From an optimization exercise on the open Yosys and OpenROAD flow, aimed at small area, a short achievable clock period and few clock cycles per item; shortcuts taken in it are not production practice. Only simulation tests tie the RTL to the original design; equivalence was not proved. Power and IR drop assume default switching activity.

$ cat flow/constraint.sdc
create_clock -name core_clock -period 7.0 [get_ports {clk}]
set_input_delay 1.4000 -clock core_clock [delete_from_list [all_inputs] [get_ports {clk}]]
set_output_delay 1.4000 -clock core_clock [all_outputs]
set_load 0.01 [all_outputs]
$ cat flow/design.v
package pe_pkg;
    localparam int DATA_W = 16;
    localparam int CFG_W = 8;
    localparam int SPAD_DEPTH = 12;
    localparam int SPAD_AW = 4;
    localparam int IN_FIFO_DEPTH = 4;
    localparam int OUT_FIFO_DEPTH = 6;
endpackage
module mac_tree (
    input  logic [15:0] a,
    input  logic [15:0] b,
    input  logic [15:0] x0,
    input  logic [15:0] x1,
    output logic [15:0] s,
    output logic [15:0] c
);
    logic [15:0] pp [16];
    always_comb begin
        for (int i = 0; i < 16; i++)
            pp[i] = a & {16{b[i]}};
    end
    wire t1 = pp[0][11] ^ pp[1][10];
    wire t2 = pp[0][11] & pp[1][10];
    wire t3 = pp[0][12] ^ pp[1][11] ^ pp[2][10];
    wire t4 = (pp[0][12] & pp[1][11]) | (pp[0][12] & pp[2][10]) | (pp[1][11] & pp[2][10]);
    wire t5 = pp[3][9] ^ pp[4][8];
    wire t6 = pp[3][9] & pp[4][8];
    wire t7 = pp[0][13] ^ pp[1][12] ^ pp[2][11];
    wire t8 = (pp[0][13] & pp[1][12]) | (pp[0][13] & pp[2][11]) | (pp[1][12] & pp[2][11]);
    wire t9 = pp[3][10] ^ pp[4][9] ^ pp[5][8];
    wire t10 = (pp[3][10] & pp[4][9]) | (pp[3][10] & pp[5][8]) | (pp[4][9] & pp[5][8]);
    wire t11 = pp[6][7] ^ pp[7][6];
    wire t12 = pp[6][7] & pp[7][6];
    wire t13 = pp[0][14] ^ pp[1][13] ^ pp[2][12];
    wire t14 = (pp[0][14] & pp[1][13]) | (pp[0][14] & pp[2][12]) | (pp[1][13] & pp[2][12]);
    wire t15 = pp[3][11] ^ pp[4][10] ^ pp[5][9];
    wire t16 = (pp[3][11] & pp[4][10]) | (pp[3][11] & pp[5][9]) | (pp[4][10] & pp[5][9]);
    wire t17 = pp[6][8] ^ pp[7][7] ^ pp[8][6];
    wire t18 = (pp[6][8] & pp[7][7]) | (pp[6][8] & pp[8][6]) | (pp[7][7] & pp[8][6]);
    wire t19 = pp[9][5] ^ pp[10][4];
    wire t20 = pp[9][5] & pp[10][4];
    wire t21 = pp[0][15] ^ pp[1][14] ^ pp[2][13];
    wire t22 = pp[3][12] ^ pp[4][11] ^ pp[5][10];
    wire t23 = pp[6][9] ^ pp[7][8] ^ pp[8][7];
    wire t24 = pp[9][6] ^ pp[10][5] ^ pp[11][4];
    wire t25 = pp[12][3] ^ pp[13][2];
    wire t26 = pp[0][7] ^ pp[1][6];
    wire t27 = pp[0][7] & pp[1][6];
    wire t28 = pp[0][8] ^ pp[1][7] ^ pp[2][6];
    wire t29 = (pp[0][8] & pp[1][7]) | (pp[0][8] & pp[2][6]) | (pp[1][7] & pp[2][6]);
    wire t30 = pp[3][5] ^ pp[4][4];
    wire t31 = pp[3][5] & pp[4][4];
    wire t32 = pp[0][9] ^ pp[1][8] ^ pp[2][7];
    wire t33 = (pp[0][9] & pp[1][8]) | (pp[0][9] & pp[2][7]) | (pp[1][8] & pp[2][7]);
    wire t34 = pp[3][6] ^ pp[4][5] ^ pp[5][4];
    wire t35 = (pp[3][6] & pp[4][5]) | (pp[3][6] & pp[5][4]) | (pp[4][5] & pp[5][4]);
    wire t36 = pp[6][3] ^ pp[7][2];
    wire t37 = pp[6][3] & pp[7][2];
    wire t38 = pp[0][10] ^ pp[1][9] ^ pp[2][8];
    wire t39 = (pp[0][10] & pp[1][9]) | (pp[0][10] & pp[2][8]) | (pp[1][9] & pp[2][8]);
    wire t40 = pp[3][7] ^ pp[4][6] ^ pp[5][5];
    wire t41 = (pp[3][7] & pp[4][6]) | (pp[3][7] & pp[5][5]) | (pp[4][6] & pp[5][5]);
    wire t42 = pp[6][4] ^ pp[7][3] ^ pp[8][2];
    wire t43 = (pp[6][4] & pp[7][3]) | (pp[6][4] & pp[8][2]) | (pp[7][3] & pp[8][2]);
    wire t44 = pp[9][1] ^ pp[10][0];
    wire t45 = pp[9][1] & pp[10][0];
    wire t46 = pp[2][9] ^ pp[3][8] ^ pp[4][7];
    wire t47 = (pp[2][9] & pp[3][8]) | (pp[2][9] & pp[4][7]) | (pp[3][8] & pp[4][7]);
    wire t48 = pp[5][6] ^ pp[6][5] ^ pp[7][4];
    wire t49 = (pp[5][6] & pp[6][5]) | (pp[5][6] & pp[7][4]) | (pp[6][5] & pp[7][4]);
    wire t50 = pp[8][3] ^ pp[9][2] ^ pp[10][1];
    wire t51 = (pp[8][3] & pp[9][2]) | (pp[8][3] & pp[10][1]) | (pp[9][2] & pp[10][1]);
    wire t52 = pp[11][0] ^ x0[11] ^ x1[11];
    wire t53 = (pp[11][0] & x0[11]) | (pp[11][0] & x1[11]) | (x0[11] & x1[11]);
    wire t54 = pp[5][7] ^ pp[6][6] ^ pp[7][5];
    wire t55 = (pp[5][7] & pp[6][6]) | (pp[5][7] & pp[7][5]) | (pp[6][6] & pp[7][5]);
    wire t56 = pp[8][4] ^ pp[9][3] ^ pp[10][2];
    wire t57 = (pp[8][4] & pp[9][3]) | (pp[8][4] & pp[10][2]) | (pp[9][3] & pp[10][2]);
    wire t58 = pp[11][1] ^ pp[12][0] ^ x0[12];
    wire t59 = (pp[11][1] & pp[12][0]) | (pp[11][1] & x0[12]) | (pp[12][0] & x0[12]);
    wire t60 = x1[12] ^ t3 ^ t5;
    wire t61 = (x1[12] & t3) | (x1[12] & t5) | (t3 & t5);
    wire t62 = pp[8][5] ^ pp[9][4] ^ pp[10][3];
    wire t63 = (pp[8][5] & pp[9][4]) | (pp[8][5] & pp[10][3]) | (pp[9][4] & pp[10][3]);
    wire t64 = pp[11][2] ^ pp[12][1] ^ pp[13][0];
    wire t65 = (pp[11][2] & pp[12][1]) | (pp[11][2] & pp[13][0]) | (pp[12][1] & pp[13][0]);
    wire t66 = x0[13] ^ x1[13] ^ t7;
    wire t67 = (x0[13] & x1[13]) | (x0[13] & t7) | (x1[13] & t7);
    wire t68 = t9 ^ t11 ^ t4;
    wire t69 = (t9 & t11) | (t9 & t4) | (t11 & t4);
    wire t70 = pp[11][3] ^ pp[12][2] ^ pp[13][1];
    wire t71 = (pp[11][3] & pp[12][2]) | (pp[11][3] & pp[13][1]) | (pp[12][2] & pp[13][1]);
    wire t72 = pp[14][0] ^ x0[14] ^ x1[14];
    wire t73 = (pp[14][0] & x0[14]) | (pp[14][0] & x1[14]) | (x0[14] & x1[14]);
    wire t74 = t13 ^ t15 ^ t17;
    wire t75 = (t13 & t15) | (t13 & t17) | (t15 & t17);
    wire t76 = t19 ^ t8 ^ t10;
    wire t77 = (t19 & t8) | (t19 & t10) | (t8 & t10);
    wire t78 = pp[14][1] ^ pp[15][0] ^ x0[15];
    wire t79 = x1[15] ^ t21 ^ t22;
    wire t80 = t23 ^ t24 ^ t25;
    wire t81 = t14 ^ t16 ^ t18;
    wire t82 = pp[0][4] ^ pp[1][3];
    wire t83 = pp[0][4] & pp[1][3];
    wire t84 = pp[0][5] ^ pp[1][4] ^ pp[2][3];
    wire t85 = (pp[0][5] & pp[1][4]) | (pp[0][5] & pp[2][3]) | (pp[1][4] & pp[2][3]);
    wire t86 = pp[3][2] ^ pp[4][1];
    wire t87 = pp[3][2] & pp[4][1];
    wire t88 = pp[0][6] ^ pp[1][5] ^ pp[2][4];
    wire t89 = (pp[0][6] & pp[1][5]) | (pp[0][6] & pp[2][4]) | (pp[1][5] & pp[2][4]);
    wire t90 = pp[3][3] ^ pp[4][2] ^ pp[5][1];
    wire t91 = (pp[3][3] & pp[4][2]) | (pp[3][3] & pp[5][1]) | (pp[4][2] & pp[5][1]);
    wire t92 = pp[6][0] ^ x0[6];
    wire t93 = pp[6][0] & x0[6];
    wire t94 = pp[2][5] ^ pp[3][4] ^ pp[4][3];
    wire t95 = (pp[2][5] & pp[3][4]) | (pp[2][5] & pp[4][3]) | (pp[3][4] & pp[4][3]);
    wire t96 = pp[5][2] ^ pp[6][1] ^ pp[7][0];
    wire t97 = (pp[5][2] & pp[6][1]) | (pp[5][2] & pp[7][0]) | (pp[6][1] & pp[7][0]);
    wire t98 = x0[7] ^ x1[7] ^ t26;
    wire t99 = (x0[7] & x1[7]) | (x0[7] & t26) | (x1[7] & t26);
    wire t100 = pp[5][3] ^ pp[6][2] ^ pp[7][1];
    wire t101 = (pp[5][3] & pp[6][2]) | (pp[5][3] & pp[7][1]) | (pp[6][2] & pp[7][1]);
    wire t102 = pp[8][0] ^ x0[8] ^ x1[8];
    wire t103 = (pp[8][0] & x0[8]) | (pp[8][0] & x1[8]) | (x0[8] & x1[8]);
    wire t104 = t28 ^ t30 ^ t27;
    wire t105 = (t28 & t30) | (t28 & t27) | (t30 & t27);
    wire t106 = pp[8][1] ^ pp[9][0] ^ x0[9];
    wire t107 = (pp[8][1] & pp[9][0]) | (pp[8][1] & x0[9]) | (pp[9][0] & x0[9]);
    wire t108 = x1[9] ^ t32 ^ t34;
    wire t109 = (x1[9] & t32) | (x1[9] & t34) | (t32 & t34);
    wire t110 = t36 ^ t29 ^ t31;
    wire t111 = (t36 & t29) | (t36 & t31) | (t29 & t31);
    wire t112 = x0[10] ^ x1[10] ^ t38;
    wire t113 = (x0[10] & x1[10]) | (x0[10] & t38) | (x1[10] & t38);
    wire t114 = t40 ^ t42 ^ t44;
    wire t115 = (t40 & t42) | (t40 & t44) | (t42 & t44);
    wire t116 = t33 ^ t35 ^ t37;
    wire t117 = (t33 & t35) | (t33 & t37) | (t35 & t37);
    wire t118 = t1 ^ t46 ^ t48;
    wire t119 = (t1 & t46) | (t1 & t48) | (t46 & t48);
    wire t120 = t50 ^ t52 ^ t39;
    wire t121 = (t50 & t52) | (t50 & t39) | (t52 & t39);
    wire t122 = t41 ^ t43 ^ t45;
    wire t123 = (t41 & t43) | (t41 & t45) | (t43 & t45);
    wire t124 = t2 ^ t54 ^ t56;
    wire t125 = (t2 & t54) | (t2 & t56) | (t54 & t56);
    wire t126 = t58 ^ t60 ^ t47;
    wire t127 = (t58 & t60) | (t58 & t47) | (t60 & t47);
    wire t128 = t49 ^ t51 ^ t53;
    wire t129 = (t49 & t51) | (t49 & t53) | (t51 & t53);
    wire t130 = t6 ^ t62 ^ t64;
    wire t131 = (t6 & t62) | (t6 & t64) | (t62 & t64);
    wire t132 = t66 ^ t68 ^ t55;
    wire t133 = (t66 & t68) | (t66 & t55) | (t68 & t55);
    wire t134 = t57 ^ t59 ^ t61;
    wire t135 = (t57 & t59) | (t57 & t61) | (t59 & t61);
    wire t136 = t12 ^ t70 ^ t72;
    wire t137 = (t12 & t70) | (t12 & t72) | (t70 & t72);
    wire t138 = t74 ^ t76 ^ t63;
    wire t139 = (t74 & t76) | (t74 & t63) | (t76 & t63);
    wire t140 = t65 ^ t67 ^ t69;
    wire t141 = (t65 & t67) | (t65 & t69) | (t67 & t69);
    wire t142 = t20 ^ t78 ^ t79;
    wire t143 = t80 ^ t81 ^ t71;
    wire t144 = t73 ^ t75 ^ t77;
    wire t145 = pp[0][2] ^ pp[1][1];
    wire t146 = pp[0][2] & pp[1][1];
    wire t147 = pp[0][3] ^ pp[1][2] ^ pp[2][1];
    wire t148 = (pp[0][3] & pp[1][2]) | (pp[0][3] & pp[2][1]) | (pp[1][2] & pp[2][1]);
    wire t149 = pp[3][0] ^ x0[3];
    wire t150 = pp[3][0] & x0[3];
    wire t151 = pp[2][2] ^ pp[3][1] ^ pp[4][0];
    wire t152 = (pp[2][2] & pp[3][1]) | (pp[2][2] & pp[4][0]) | (pp[3][1] & pp[4][0]);
    wire t153 = x0[4] ^ x1[4] ^ t82;
    wire t154 = (x0[4] & x1[4]) | (x0[4] & t82) | (x1[4] & t82);
    wire t155 = pp[5][0] ^ x0[5] ^ x1[5];
    wire t156 = (pp[5][0] & x0[5]) | (pp[5][0] & x1[5]) | (x0[5] & x1[5]);
    wire t157 = t84 ^ t86 ^ t83;
    wire t158 = (t84 & t86) | (t84 & t83) | (t86 & t83);
    wire t159 = x1[6] ^ t88 ^ t90;
    wire t160 = (x1[6] & t88) | (x1[6] & t90) | (t88 & t90);
    wire t161 = t92 ^ t85 ^ t87;
    wire t162 = (t92 & t85) | (t92 & t87) | (t85 & t87);
    wire t163 = t94 ^ t96 ^ t98;
    wire t164 = (t94 & t96) | (t94 & t98) | (t96 & t98);
    wire t165 = t89 ^ t91 ^ t93;
    wire t166 = (t89 & t91) | (t89 & t93) | (t91 & t93);
    wire t167 = t100 ^ t102 ^ t104;
    wire t168 = (t100 & t102) | (t100 & t104) | (t102 & t104);
    wire t169 = t95 ^ t97 ^ t99;
    wire t170 = (t95 & t97) | (t95 & t99) | (t97 & t99);
    wire t171 = t106 ^ t108 ^ t110;
    wire t172 = (t106 & t108) | (t106 & t110) | (t108 & t110);
    wire t173 = t101 ^ t103 ^ t105;
    wire t174 = (t101 & t103) | (t101 & t105) | (t103 & t105);
    wire t175 = t112 ^ t114 ^ t116;
    wire t176 = (t112 & t114) | (t112 & t116) | (t114 & t116);
    wire t177 = t107 ^ t109 ^ t111;
    wire t178 = (t107 & t109) | (t107 & t111) | (t109 & t111);
    wire t179 = t118 ^ t120 ^ t122;
    wire t180 = (t118 & t120) | (t118 & t122) | (t120 & t122);
    wire t181 = t113 ^ t115 ^ t117;
    wire t182 = (t113 & t115) | (t113 & t117) | (t115 & t117);
    wire t183 = t124 ^ t126 ^ t128;
    wire t184 = (t124 & t126) | (t124 & t128) | (t126 & t128);
    wire t185 = t119 ^ t121 ^ t123;
    wire t186 = (t119 & t121) | (t119 & t123) | (t121 & t123);
    wire t187 = t130 ^ t132 ^ t134;
    wire t188 = (t130 & t132) | (t130 & t134) | (t132 & t134);
    wire t189 = t125 ^ t127 ^ t129;
    wire t190 = (t125 & t127) | (t125 & t129) | (t127 & t129);
    wire t191 = t136 ^ t138 ^ t140;
    wire t192 = (t136 & t138) | (t136 & t140) | (t138 & t140);
    wire t193 = t131 ^ t133 ^ t135;
    wire t194 = (t131 & t133) | (t131 & t135) | (t133 & t135);
    wire t195 = t142 ^ t143 ^ t144;
    wire t196 = t137 ^ t139 ^ t141;
    wire t197 = pp[0][1] ^ pp[1][0];
    wire t198 = pp[0][1] & pp[1][0];
    wire t199 = pp[2][0] ^ x0[2] ^ x1[2];
    wire t200 = (pp[2][0] & x0[2]) | (pp[2][0] & x1[2]) | (x0[2] & x1[2]);
    wire t201 = x1[3] ^ t147 ^ t149;
    wire t202 = (x1[3] & t147) | (x1[3] & t149) | (t147 & t149);
    wire t203 = t151 ^ t153 ^ t148;
    wire t204 = (t151 & t153) | (t151 & t148) | (t153 & t148);
    wire t205 = t155 ^ t157 ^ t152;
    wire t206 = (t155 & t157) | (t155 & t152) | (t157 & t152);
    wire t207 = t159 ^ t161 ^ t156;
    wire t208 = (t159 & t161) | (t159 & t156) | (t161 & t156);
    wire t209 = t163 ^ t165 ^ t160;
    wire t210 = (t163 & t165) | (t163 & t160) | (t165 & t160);
    wire t211 = t167 ^ t169 ^ t164;
    wire t212 = (t167 & t169) | (t167 & t164) | (t169 & t164);
    wire t213 = t171 ^ t173 ^ t168;
    wire t214 = (t171 & t173) | (t171 & t168) | (t173 & t168);
    wire t215 = t175 ^ t177 ^ t172;
    wire t216 = (t175 & t177) | (t175 & t172) | (t177 & t172);
    wire t217 = t179 ^ t181 ^ t176;
    wire t218 = (t179 & t181) | (t179 & t176) | (t181 & t176);
    wire t219 = t183 ^ t185 ^ t180;
    wire t220 = (t183 & t185) | (t183 & t180) | (t185 & t180);
    wire t221 = t187 ^ t189 ^ t184;
    wire t222 = (t187 & t189) | (t187 & t184) | (t189 & t184);
    wire t223 = t191 ^ t193 ^ t188;
    wire t224 = (t191 & t193) | (t191 & t188) | (t193 & t188);
    wire t225 = t195 ^ t196 ^ t192;
    wire t226 = pp[0][0] ^ x0[0];
    wire t227 = pp[0][0] & x0[0];
    wire t228 = x0[1] ^ x1[1] ^ t197;
    wire t229 = (x0[1] & x1[1]) | (x0[1] & t197) | (x1[1] & t197);
    wire t230 = t145 ^ t199 ^ t198;
    wire t231 = (t145 & t199) | (t145 & t198) | (t199 & t198);
    wire t232 = t146 ^ t201 ^ t200;
    wire t233 = (t146 & t201) | (t146 & t200) | (t201 & t200);
    wire t234 = t150 ^ t203 ^ t202;
    wire t235 = (t150 & t203) | (t150 & t202) | (t203 & t202);
    wire t236 = t154 ^ t205 ^ t204;
    wire t237 = (t154 & t205) | (t154 & t204) | (t205 & t204);
    wire t238 = t158 ^ t207 ^ t206;
    wire t239 = (t158 & t207) | (t158 & t206) | (t207 & t206);
    wire t240 = t162 ^ t209 ^ t208;
    wire t241 = (t162 & t209) | (t162 & t208) | (t209 & t208);
    wire t242 = t166 ^ t211 ^ t210;
    wire t243 = (t166 & t211) | (t166 & t210) | (t211 & t210);
    wire t244 = t170 ^ t213 ^ t212;
    wire t245 = (t170 & t213) | (t170 & t212) | (t213 & t212);
    wire t246 = t174 ^ t215 ^ t214;
    wire t247 = (t174 & t215) | (t174 & t214) | (t215 & t214);
    wire t248 = t178 ^ t217 ^ t216;
    wire t249 = (t178 & t217) | (t178 & t216) | (t217 & t216);
    wire t250 = t182 ^ t219 ^ t218;
    wire t251 = (t182 & t219) | (t182 & t218) | (t219 & t218);
    wire t252 = t186 ^ t221 ^ t220;
    wire t253 = (t186 & t221) | (t186 & t220) | (t221 & t220);
    wire t254 = t190 ^ t223 ^ t222;
    wire t255 = (t190 & t223) | (t190 & t222) | (t223 & t222);
    wire t256 = t194 ^ t225 ^ t224;
    assign s[0] = x1[0];
    assign c[0] = t226;
    assign s[1] = t228;
    assign c[1] = t227;
    assign s[2] = t230;
    assign c[2] = t229;
    assign s[3] = t232;
    assign c[3] = t231;
    assign s[4] = t234;
    assign c[4] = t233;
    assign s[5] = t236;
    assign c[5] = t235;
    assign s[6] = t238;
    assign c[6] = t237;
    assign s[7] = t240;
    assign c[7] = t239;
    assign s[8] = t242;
    assign c[8] = t241;
    assign s[9] = t244;
    assign c[9] = t243;
    assign s[10] = t246;
    assign c[10] = t245;
    assign s[11] = t248;
    assign c[11] = t247;
    assign s[12] = t250;
    assign c[12] = t249;
    assign s[13] = t252;
    assign c[13] = t251;
    assign s[14] = t254;
    assign c[14] = t253;
    assign s[15] = t256;
    assign c[15] = t255;
endmodule
module pe_top (
    input  logic                      clk,
    input  logic                      rstn,
    input  logic [pe_pkg::CFG_W-1:0]  filter_size,
    input  logic                      iact_write_en,
    input  logic [pe_pkg::DATA_W-1:0] data_iact_in,
    output logic                      iact_ready,
    input  logic                      weight_write_en,
    input  logic [pe_pkg::DATA_W-1:0] data_weight_in,
    output logic                      weight_ready,
    input  logic                      psum_write_en,
    input  logic [pe_pkg::DATA_W-1:0] data_psum_in,
    output logic                      psum_ready,
    input  logic                      psum_read_en,
    output logic [pe_pkg::DATA_W-1:0] data_psum_out,
    output logic                      psum_out_valid
);
    logic [15:0] a_r, b_r, p_r;
    logic        va, vb, vp;
    logic        first_r;      
    logic [3:0]  rem;          
    logic        acc_full;     
    logic        out_v;        
    logic        last;
    logic        fire;
    logic        move;
    logic [3:0]  fs_m1;
    logic [15:0] acc_s, acc_c;
    logic [15:0] nxt_s, nxt_c;
    logic [15:0] out_r;
    assign last  = (rem == 4'd0);
    assign fire  = va && vb && (vp || !first_r) && !(acc_full && out_v);
    assign move  = acc_full && !out_v;
    assign fs_m1 = filter_size[3:0] - 4'd1;
    assign iact_ready     = !va || fire;
    assign weight_ready   = !vb || fire;
    assign psum_ready     = !vp || (fire && first_r);
    assign psum_out_valid = out_v;
    assign data_psum_out  = out_r;
    always_ff @(posedge clk) begin
        if (iact_ready)   a_r <= data_iact_in;
        if (weight_ready) b_r <= data_weight_in;
        if (psum_ready)   p_r <= data_psum_in;
    end
    always_ff @(posedge clk) begin
        if (!rstn) begin
            va       <= 1'b0;
            vb       <= 1'b0;
            vp       <= 1'b0;
            first_r  <= 1'b1;
            acc_full <= 1'b0;
            out_v    <= 1'b0;
        end else begin
            if (iact_ready)   va <= iact_write_en;
            if (weight_ready) vb <= weight_write_en;
            if (psum_ready)   vp <= psum_write_en;
            if (fire)
                first_r <= last;
            if (fire && last)
                acc_full <= 1'b1;
            else if (move)
                acc_full <= 1'b0;
            if (move)
                out_v <= 1'b1;
            else if (psum_read_en)
                out_v <= 1'b0;
        end
    end
    always_ff @(posedge clk) begin
        if (fire ? last : first_r)
            rem <= fs_m1;
        else if (fire)
            rem <= rem - 4'd1;
    end
    mac_tree tree (
        .a  (a_r),
        .b  (b_r),
        .x0 (first_r ? p_r : acc_s),
        .x1 (first_r ? 16'd0 : acc_c),
        .s  (nxt_s),
        .c  (nxt_c)
    );
    always_ff @(posedge clk) begin
        if (fire) begin
            acc_s <= nxt_s;
            acc_c <= nxt_c;
        end
    end
    always_ff @(posedge clk) begin
        if (move)
            out_r <= acc_s + acc_c;
    end
endmodule
$ cat flow/run.sh
#!/bin/bash
# synth_recipe.tcl (not shown) runs the flow's synth.tcl, then flattens the netlist and writes it again
# the make line also repeats each setting of config.mk as NAME=value (left out here)
make -C /OpenROAD-flow-scripts/flow DESIGN_CONFIG=/design/flow/config.mk WORK_HOME=/design/flow/orfs CLKGATE_MAP_FILE= SYNTH_SCRIPT=/design/flow/synth_recipe.tcl finish
$ cat flow/config.mk
export PLATFORM = sky130hd
export DESIGN_NAME = pe_top
export DESIGN_NICKNAME = pe_top
export VERILOG_FILES = /design/flow/design.v
export SDC_FILE = /design/flow/constraint.sdc
export NUM_CORES = 4
export LEC_CHECK = 0
export CAP_MARGIN = 20
export CORE_MARGIN = 2
export CORE_UTILIZATION = 40
export SETUP_SLACK_MARGIN = 2.5
export SLEW_MARGIN = 20
==> results of run 1 <==
power breakdown:
part,internal [mW],switching (mW)
sequential,0.838,0.0432
clock,0.313,0.223
combinational,0.554,0.620
total,1.71,0.886
stage by stage:
step / total power, mW / cell area [um2] / hold slack (ps)
4_1_cts: 2.59 / 9480 / 508
3_5_place_dp: 2.03 / 9060 / 490
5_1_grt: 2.83 / 9540 / 534
3_3_place_gp: 1.98 / 9060 / 488
6_report: 2.59 / 9540 / 505
2_1_floorplan: 1.73 / 8010 / 468
sequential cells by signal, indices dropped and copies added (netlist names):
signal and count:
vp 1, p_r 16, vb 1, acc_s 16, rem 4, first_r 1, b_r 16, a_r 16
out_v 1, acc_c 16, acc_full 1, va 1, out_r 16
kinds of logic after synthesis:
kind of cell,after synthesis
adders and majority gates,137
muxes,20
buffers and inverters,129
DFF,106
and+or+nand+nor,187
xor gates and xnor gates,45
AOI/OAI and AO/OA,43
worst paths after layout:
kind | to | startpoint | slack (ps) | cells past startpoint
max reg2reg | acc_s[15]$_DFFE_PP_ | a_r[10]$_DFFE_PP_ | 2650 | 13
min reg2reg | out_v$_SDFFE_PN0P_ | acc_full$_SDFFE_PN0P_ | 510 | 1
min | out_v$_SDFFE_PN0P_ | acc_full$_SDFFE_PN0P_ | 510 | 1
max | acc_s[15]$_DFFE_PP_ | a_r[10]$_DFFE_PP_ | 2650 | 13
repair_timing:
action,in CTS,in global routing
resized for setup,1,6
cloned,1,0
pin swaps,0,5
setup buffers,12,5
endpoints found under the setup margin,2,1
cell usage in the layout, fill, tap and decap left out, drive strengths merged, types with 12 or more instances in the layout:
master	n
and2	76
buf	21
clkdlybuf4s50	77
edfxtp	100
fa	106
ha	31
inv	112
mux2i	12
nand2	78
xnor2	39
final cells by class:
| cell class | count | share of cell area, % |
|---|---|---|
| Timing Repair Buffer | 98 | 9.73 |
| Tap cell | 265 | 3.47 |
| Clock inverter | 5 | 0.800 |
| Sequential cell | 106 | 32.7 |
| Multi-Input combinational cell | 433 | 46.5 |
| Clock buffer | 11 | 2.44 |
| Inverter | 111 | 4.37 |
critical path, cell delays in order, from the launching register on:
cell and delay, ps:
edfxtp_1 450, and2_1 210, fa_1 530, inv_1 60
fa_1 510, fa_1 450, fa_1 520, fa_2 400
xor2_2 170, xnor2_2 160, xnor2_2 160, xnor2_1 220
xnor2_1 110, xnor2_1 130
layer usage:
layer  GRT usage [%]  wire [um]
met5               0          0
met3            3.13        916
met2            29.0       8490
met1            23.1       7380
met4            5.78        348
==> run notes, run 1 <==
ys flop type edfxtp_1; fill count 1750; Final HPWL DP approximately 13000 um; Hold WC Path Type reg2reg; Yosys reg bits 106; Syn Area/Cell 12.0 um2; clock-pin slew on the worst setup and hold paths 70 ps; Setup WS pre-CTS approximately 2300 ps; remaining antenna violation count after routing 0; register area 3120 um2; Slew HR 42.2%; CTS Root Cell clkbuf_16; via count 4954; Global Route Usage Sum 17.4%; share of cells above drive strength 1 7.20%; # port buffers 77; Inst Count DP 995; die area around 21000 um2; vias per inst 4.81; Synth top cells by count 110 x inv_1, 106 x fa_1, 100 x edfxtp_1; initial DRC count 260; Placer Congestion around 0.86; Post-synth EDFFs 100; final WL 17100 um; TritonRoute pass-1 iters 4; YS warnings 3; H-Tree Level Count 3; critical path class reg2reg; top cell type's share of synthesized area 37.5%; proportion of synthesized area in mux cells approximately 2.8%; main combinational cell family by area after synthesis adder cells; final cell count without fillers 1029; post-synthesis simple-gate area fraction 11.9%; number of CTS-inserted buffers 9; Die Width around 150 um; Hold Vio Cnt, Final 0; fin util 48.9%; skew final around 7.6 ps; crit path max fanout 5; Mapped Cells 667; vias in the first global route between 5k and 6k; worst setup margin 2650 ps; row cnt 51; residual overflow from global routing 0; largest net degree at the start of global routing 26; ant diodes 0; area of the core 19500 um2; DR DRC count 0; mapped cell area 8010 um2; Leakage 3.88 nW; XOR/XNOR Fraction of Synth Area 4.92%; status complete, no violations; Boundary Pins 82; post-synth top area cell edfxtp_1; RSZ-0062 raised after global routing false; Starting Density 41.0%; Peak supply drop 0.157 mV; antenna violations before repair 0; clock latency on the worst-skew pair 360 ps; number of nets in the layout 958; sequential element share of the synthesized area between 30 and 40%; Worst Tran Pin Value 867 ps; Required @ worst endpoint 7100 ps; multi-input logic area 4430 um2; Slew Viols, Final 0; CTS sink count 106; most area-consuming cells after synthesis edfxtp_1 38%, fa_1 27%, and2_1 5.9%; Netlist cell types 43; CTS tree built; first-pass GRT wire length 28700 um; Data arrival, critical path between 4000 and 5000 ps; Mapped Nets 866; Achievable Freq 0.230 GHz; async set-reset flop share out of synthesis 0%; Post-CTS Hold Fix Bufs 0; WL per Instance 16.7 um; minimum clock period 4350 ps; Setup Viol. Count Final 0; area grow syn2layout 19.2%; Die H 145 um; PD cells 272 nW/um2; final setup TNS 0 ps; maximum buffer depth of the clock tree 2; fin crit share around 62%; max-cap violations 0; cell with the most instances after synthesis inv_1; critical path launch point type register; Synth Area in Adders 31.4%; Worst setup EP type register; Compound-Gate Fraction of Synth Area 3.86%
Testbench counts, summed over its fixed seeds: cycles 18,356, rows 2,394.
==> inputs of run 2 (changes only) <==
--- a/flow/config.mk
+++ b/flow/config.mk
@@ -9,4 +9,4 @@
 export CORE_MARGIN = 2
 export CORE_UTILIZATION = 40
-export SETUP_SLACK_MARGIN = 2.5
+export SETUP_SLACK_MARGIN = 3.5
 export SLEW_MARGIN = 20
==> run notes, run 2 <==
status complete, no violations; YS warnings 3 (unchanged); RR Startpoint b_r[4]$_DFFE_PP_; portion of total power attributed to the clock network 20.4% (-0.3 points); most area-consuming cells after synthesis edfxtp_1 38%, fa_1 27%, and2_1 5.9%; RSZ-0062 raised after global routing true; first-pass GRT wire length 29500 um (+2.9%); Min Hold Slack 520 ps (+14.7 ps); Starting Density 41.0% (unchanged); CTS tree built; R2R Path End acc_s[15]$_DFFE_PP_; final setup TNS 0 ps (unchanged); Global Route Usage Sum 18.2% (+0.84 points); max layer used met4; top cell type's share of synthesized area 37.5% (unchanged); internal power 1.71 mW (+0.30%); Post-synth EDFFs 100 (unchanged); skew final 8.95 ps (+1.34 ps); minimum clock period 4160 ps (-193 ps); Mapped Nets 866 (unchanged); max-cap violations 0 (unchanged); Worst Tran Pin Value 914 ps (+47.3 ps); crit path launch b_r[4]$_DFFE_PP_; row cnt 51 (unchanged); Die H 145 um (unchanged); Placer Congestion 0.853 (-1.1%); most frequent cells in the layout 100 x edfxtp_1, 96 x inv_1, 92 x fa_1, 75 x nand2_1, 75 x clkdlybuf4s50_1; via count 5143 (+3.8%); TritonRoute pass-1 iters 6 (+2); async set-reset flop share out of synthesis 0% (unchanged); Netlist cell types 43 (unchanged); clock latency on the worst-skew pair 370 ps (about the same); flop-to-flop setup slack 2840 ps (+190 ps); NetSw 919 uW (+3.8%); vias in the first global route 5597 (+2.3%); overall power 2.63 mW (+1.5%); final WL 18400 um (+7.3%); largest net degree at the start of global routing 20 (-23%); fin util 51.4% (+2.6 points); Inst Count DP 995 (unchanged); Slew Viols, Final 0 (unchanged); ant diodes 0 (unchanged); Peak supply drop 0.130 mV (-17%); Setup Viol. Count Final 0 (unchanged); Worst setup EP type register; clock-pin slew on the worst setup and hold paths 80 ps (about the same); area of the core 19500 um2 (unchanged); post-synth top area cell edfxtp_1; number of CTS-inserted buffers 9 (unchanged); worst setup margin 2840 ps (+193 ps); cell with the most instances after synthesis inv_1; CTS Root Cell clkbuf_16; Achievable Freq 0.241 GHz (+4.6%); Slew HR 39.0% (-3.2 points); Synth top cells by count 110 x inv_1, 106 x fa_1, 100 x edfxtp_1; mapped cell area 8010 um2 (unchanged); maximum buffer depth of the clock tree 2 (unchanged); Yosys reg bits 106 (unchanged); number of nets in the layout 997 (+4.1%); PD cells 262 nW/um2 (-3.6%); antenna violations before repair 0 (unchanged); Data arrival, critical path 4270 ps (-180 ps); M1 WL 8020 um (+8.6%); multi-input logic area 4530 um2 (+2.1%); ys flop type edfxtp_1; area post-placement 9080 um2 (+0.22%); critical path class reg2reg; sequential element share of the synthesized area 39.0% (unchanged); CTS sink count 106 (unchanged); Reg power frac 33.1% (-0.9 points); Syn Area/Cell 12.0 um2 (unchanged); # port buffers 77 (unchanged); area grow syn2layout 25.5%; most common cell after layout, fill and taps aside edfxtp_1; remaining antenna violation count after routing 0 (unchanged); register area 3130 um2 (about the same); Hold WC Path Type reg2reg; met3 wire length 855 um (-6.7%); crit path max fanout 4 (-1); Gate power share 46.5% (+1.2 points); critical path launch point type register; Hold Path End out_v$_SDFFE_PN0P_; WL per Instance 17.2 um (+3.4%); fill count 1725 (-1.4%); Leakage 4.10 nW (+5.6%); Die Width 145 um (unchanged); Setup WS pre-CTS 2460 ps (+123 ps); Boundary Pins 82 (unchanged); Final Instance Area 10000 um2 (+5.2%); length in cells of the worst reg-to-reg path 13 (unchanged); worst hold path depth 1 (unchanged); Required @ worst endpoint 7120 ps (+20 ps); final cell count without fillers 1068 (+3.8%); worst hold start acc_full$_SDFFE_PN0P_; H-Tree Level Count 3 (unchanged); Mapped Cells 667 (unchanged); Hold Vio Cnt, Final 0 (unchanged); vias per inst 4.82 (about the same); Final HPWL DP 13000 um (+0.74%); residual overflow from global routing 0 (unchanged); DR WL met2 9090 um (+7.1%); DR DRC count 0 (unchanged); fin crit share 59.4% (-2.8 points); initial DRC count 288 (+11%); Switching Share 35.0% (+0.77 points); share of cells above drive strength 1 17.4% (+10 points); die area 21200 um2 (unchanged)
-- run 2: cell families (layout without fill, tap and decap cells) --
family	count (synthesis)	after routing	share of synthesized area (%)
buffers and inverters	129	264	6.14
and+or+nand+nor	187	187	11.9
adders and majority gates	137	137	31.4
xor gates and xnor gates	45	45	4.92
DFF	106	106	39.0
AOI/OAI and AO/OA	43	44	3.86
muxes	20	20	2.78
-- run 2: per-layer routing --
layer	global-route usage (%)	up-vias
li1	-	2380
met4	6.91	0
met2	30.9	133
met5	0	-
met3	3.76	25
met1	23.2	2605
-- run 2: layout make-up --
type | instances | area share, %
Tap cell | 265 | 3.30
Timing Repair Buffer | 137 | 13.2
Clock buffer | 9 | 2.24
Inverter | 111 | 4.17
Multi-Input combinational cell | 433 | 45.1
Sequential cell | 106 | 31.1
Clock inverter | 7 | 0.885
-- run 2: worst max-delay path, cell delays in order (launching register included) --
cell and delay (ps):
edfxtp_1 500, and2_4 200, fa_1 500, inv_1 60, fa_1 450, fa_1 510, fa_1 450, fa_2 360
xor2_1 160, xnor2_1 170, xnor2_1 170, xnor2_1 160, xnor2_1 150, xnor2_1 80
-- run 2: worst max-delay path by stage --
| stage | end | slack [ps] | cells after the start |
|---|---|---|---|
| final | acc_s[15]$_DFFE_PP_ | 2840 | 13 |
| after global routing | acc_s[15]$_DFFE_PP_ | 2750 | 13 |
| after CTS | acc_s[15]$_DFFE_PP_ | 2830 | 13 |
| after detailed placement | psum_ready | 2460 | 5 |
| after global placement | psum_ready | 2520 | 5 |
| after floorplan | acc_s[15]$_DFFE_PP_ | 2940 | 14 |
-- run 2: power groups by stage --
stage / logic, mW / registers, mW / clock network (mW)
4_1_cts: 1.19 / 0.874 / 0.547
5_1_grt: 1.40 / 0.876 / 0.570
6_report: 1.22 / 0.872 / 0.536
3_5_place_dp: 1.13 / 0.904 / 0
3_3_place_gp: 1.08 / 0.902 / 0
2_1_floorplan: 0.875 / 0.870 / 0
-- run 2: what timing repair did --
item                       4_1_cts  5_1_grt
gates resized for setup         30       36
hold buffers                     0        0
hold endpoints to repair         0        0
pin swaps                       15       23
setup buffers                   39       16
cloned                           2        0
setup endpoints to repair       20       20
==> inputs of run 3 (changes only) <==
--- a/flow/config.mk
+++ b/flow/config.mk
@@ -9,4 +9,3 @@
 export CORE_MARGIN = 2
 export CORE_UTILIZATION = 40
-export SETUP_SLACK_MARGIN = 3.5
 export SLEW_MARGIN = 20
==> run notes, run 3 <==
status complete, no violations; fill count 1774 (+2.8%); clock-pin slew on the worst setup and hold paths 70 ps (about the same); WL per Instance 16.4 um (-4.8%); area post-placement 9060 um2 (-0.22%); cell with the most instances after synthesis inv_1; Slew Viols, Final 0 (unchanged); Data arrival, critical path 3440 ps (-830 ps); fin util 48.0% (-3.4 points); top cell type's share of synthesized area 37.5% (unchanged); PD cells 271 nW/um2 (+3.5%); post-CTS sizing 0 (-100%); Worst Tran Pin Value 994 ps (+79.5 ps); skew final 7.91 ps (-1.04 ps); vias in the first global route 5476 (-2.2%); CP Cell Sequence inv_2 > o2111a_2 > nand2_1 > nand2_1 > clkdlybuf4s50_1; mapped cell area 8010 um2 (unchanged); # port buffers 77 (unchanged); sequential element share of the synthesized area 39.0% (unchanged); Post-synth EDFFs 100 (unchanged); Die Width 145 um (unchanged); async set-reset flop share out of synthesis 0% (unchanged); Achievable Freq 0.207 GHz (-14%); CTS tree built; most common cell after layout, fill and taps aside inv_1; Peak supply drop 0.154 mV (+18%); vias per inst 4.79 (-0.44%); Netlist cell types 43 (unchanged); Global Route Usage Sum 16.9% (-1.4 points); Yosys reg bits 106 (unchanged); Starting Density 41.0% (unchanged); Syn Area/Cell 12.0 um2 (unchanged); area grow syn2layout 17.1%; share of cells above drive strength 1 4.16% (-13 points); initial DRC count 228 (-21%); YS warnings 3 (unchanged); Required @ worst endpoint 5600 ps (-1520 ps); most area-consuming cells after synthesis edfxtp_1 38%, fa_1 27%, and2_1 5.9%; Die H 145 um (unchanged); final setup TNS 0 ps (unchanged); CTS Root Cell clkbuf_16; post-CTS setup buffer count 0 (-100%); die area 21200 um2 (unchanged); antenna violations before repair 0 (unchanged); row cnt 51 (unchanged); TritonRoute pass-1 iters 4 (-2); area of the core 19500 um2 (unchanged); Hold Vio Cnt, Final 0 (unchanged); Placer Congestion 0.862 (+1.1%); final cell count without fillers 1011 (-5.3%); critical path class reg2out; ant diodes 0 (unchanged); via count 4847 (-5.8%); Boundary Pins 82 (unchanged); final WL 16600 um (-9.9%); Leakage 3.78 nW (-7.8%); Inst Count DP 995 (unchanged); minimum clock period 4840 ps (+681 ps); largest net degree at the start of global routing 38 (+90%); post-synth top area cell edfxtp_1; Setup Viol. Count Final 0 (unchanged); Hold WC Path Type reg2reg; critical path's largest stage delay 880 ps (+370 ps); Synth top cells by count 110 x inv_1, 106 x fa_1, 100 x edfxtp_1; H-Tree Level Count 3 (unchanged); Worst setup EP type output pin; maximum buffer depth of the clock tree 2 (unchanged); Crit path top cell by count nand2_1; Final HPWL DP 12900 um (-0.73%); DR DRC count 0 (unchanged); clock latency on the worst-skew pair 360 ps (about the same); critical path launch point type register; crit path max fanout 37 (+33); number of nets in the layout 940 (-5.7%); residual overflow from global routing 0 (unchanged); remaining antenna violation count after routing 0 (unchanged); Slew HR 33.6% (-5.5 points); most frequent cells in the layout 110 x inv_1, 106 x fa_1, 100 x edfxtp_1, 78 x nand2_1, 77 x clkdlybuf4s50_1; Post-CTS Hold Fix Bufs 0 (unchanged); slowest CP cell o2111a_2; ys flop type edfxtp_1; Mapped Cells 667 (unchanged); CTS sink count 106 (unchanged); first-pass GRT wire length 28000 um (-5.3%); number of CTS-inserted buffers 9 (unchanged); max-cap violations 0 (unchanged); fin crit share 69.1% (+9.7 points); RSZ-0062 raised after global routing false; Mapped Nets 866 (unchanged); overall power 2.54 mW (-3.5%); Final Instance Area 9370 um2 (-6.7%)
==> run 3: critical path: cells and delay by family, from the launching register on <==
family	cells	cell delay (ps)
AOI/OAI and AO/OA	1	880
and+or+nand+nor	2	920
buffers and inverters	2	950
DFF	1	320
==> run 3: final cells by class <==
class,count,area (um2),area share [%]
multi-input combinational,432,4390,46.8
sequential,106,3120,33.3
timing repair buffer,81,801,8.54
inverter,111,417,4.45
tap,265,332,3.54
clock buffer,11,233,2.48
clock inverter,5,76.3,0.814
==> run 3: cells by family (layout without fill, tap and decap cells) <==
kind of cell    count (synthesis)  after routing  share of synthesized area [%]
compound gates                 43             43                           3.86
mux                            20             20                           2.78
fa+ha+maj                     137            137                           31.4
buf+inv                       129            208                           6.14
simple gates                  187            187                           11.9
xor+xnor                       45             45                           4.92
flops                         106            106                           39.0
==> run 3: where the power goes <==
group / internal, mW / switching (mW) / total (mW)
sequential: 0.839 / 0.0514 / 0.890
clock: 0.313 / 0.225 / 0.538
combinational: 0.520 / 0.591 / 1.11
==> run 3: worst paths after layout <==
kind                               from  cells after the start             endpoint  slack [ps]
setup / recovery     first_r$_SDFF_PN1_                      5           psum_ready        2160
hold / removal    acc_full$_SDFFE_PN0P_                      1   out_v$_SDFFE_PN0P_         500
hold reg to reg   acc_full$_SDFFE_PN0P_                      1   out_v$_SDFFE_PN0P_         500
setup reg to reg       b_r[0]$_DFFE_PP_                     13  acc_s[15]$_DFFE_PP_        2330
==> run 3: metrics by stage <==
step / hold slack, ps / worst slack, ps
final: 504 / 2160
after global routing: 534 / 1900
after CTS: 508 / 2070
after detailed placement: 490 / 2330
after global placement: 488 / 2350
after floorplan: 468 / 2680
==> run 3: routing by layer <==
layer / share of wire, % / GRT usage (%) / vias up
met1: 44 / 21.7 / 2420
met3: 4.7 / 3.20 / 29
met2: 48 / 28.2 / 134
met4: 3.0 / 6.86 / 0
li1: - / - / 2264
met5: 0 / 0 / -

port drivers added, routing unchanged:
The results above use ideal ports. As a check the final layouts listed here were re-extracted and re-timed, cells and wires unchanged.
Step 1, drivers: a clkbuf_16 drives clk and a buf_2 each remaining input, both assumed.
Step 2, shift: input delay + t, output delay - t, t = (earliest + latest rising clock arrival at the registers) / 2. This alone moves slack from input paths to output paths.
Slacks: no drivers / after step 1 / after step 2; pairs: no drivers / after step 1.
run	t (ns)	slack for setup (ns)	worst setup path after step 2	clock arrival spread, ns	slew at the worst register clock pin (ns)
run 1	0.398	2.652 / 2.652 / 2.652	register to register	0.008 / 0.007	0.07 / 0.07
run 2	0.409	2.845 / 2.845 / 2.845	register to register	0.009 / 0.009	0.08 / 0.08
run 3	0.395	2.164 / 2.123 / 2.331	register to register	0.009 / 0.008	0.07 / 0.07
After both steps setup and hold are still met in every run listed.
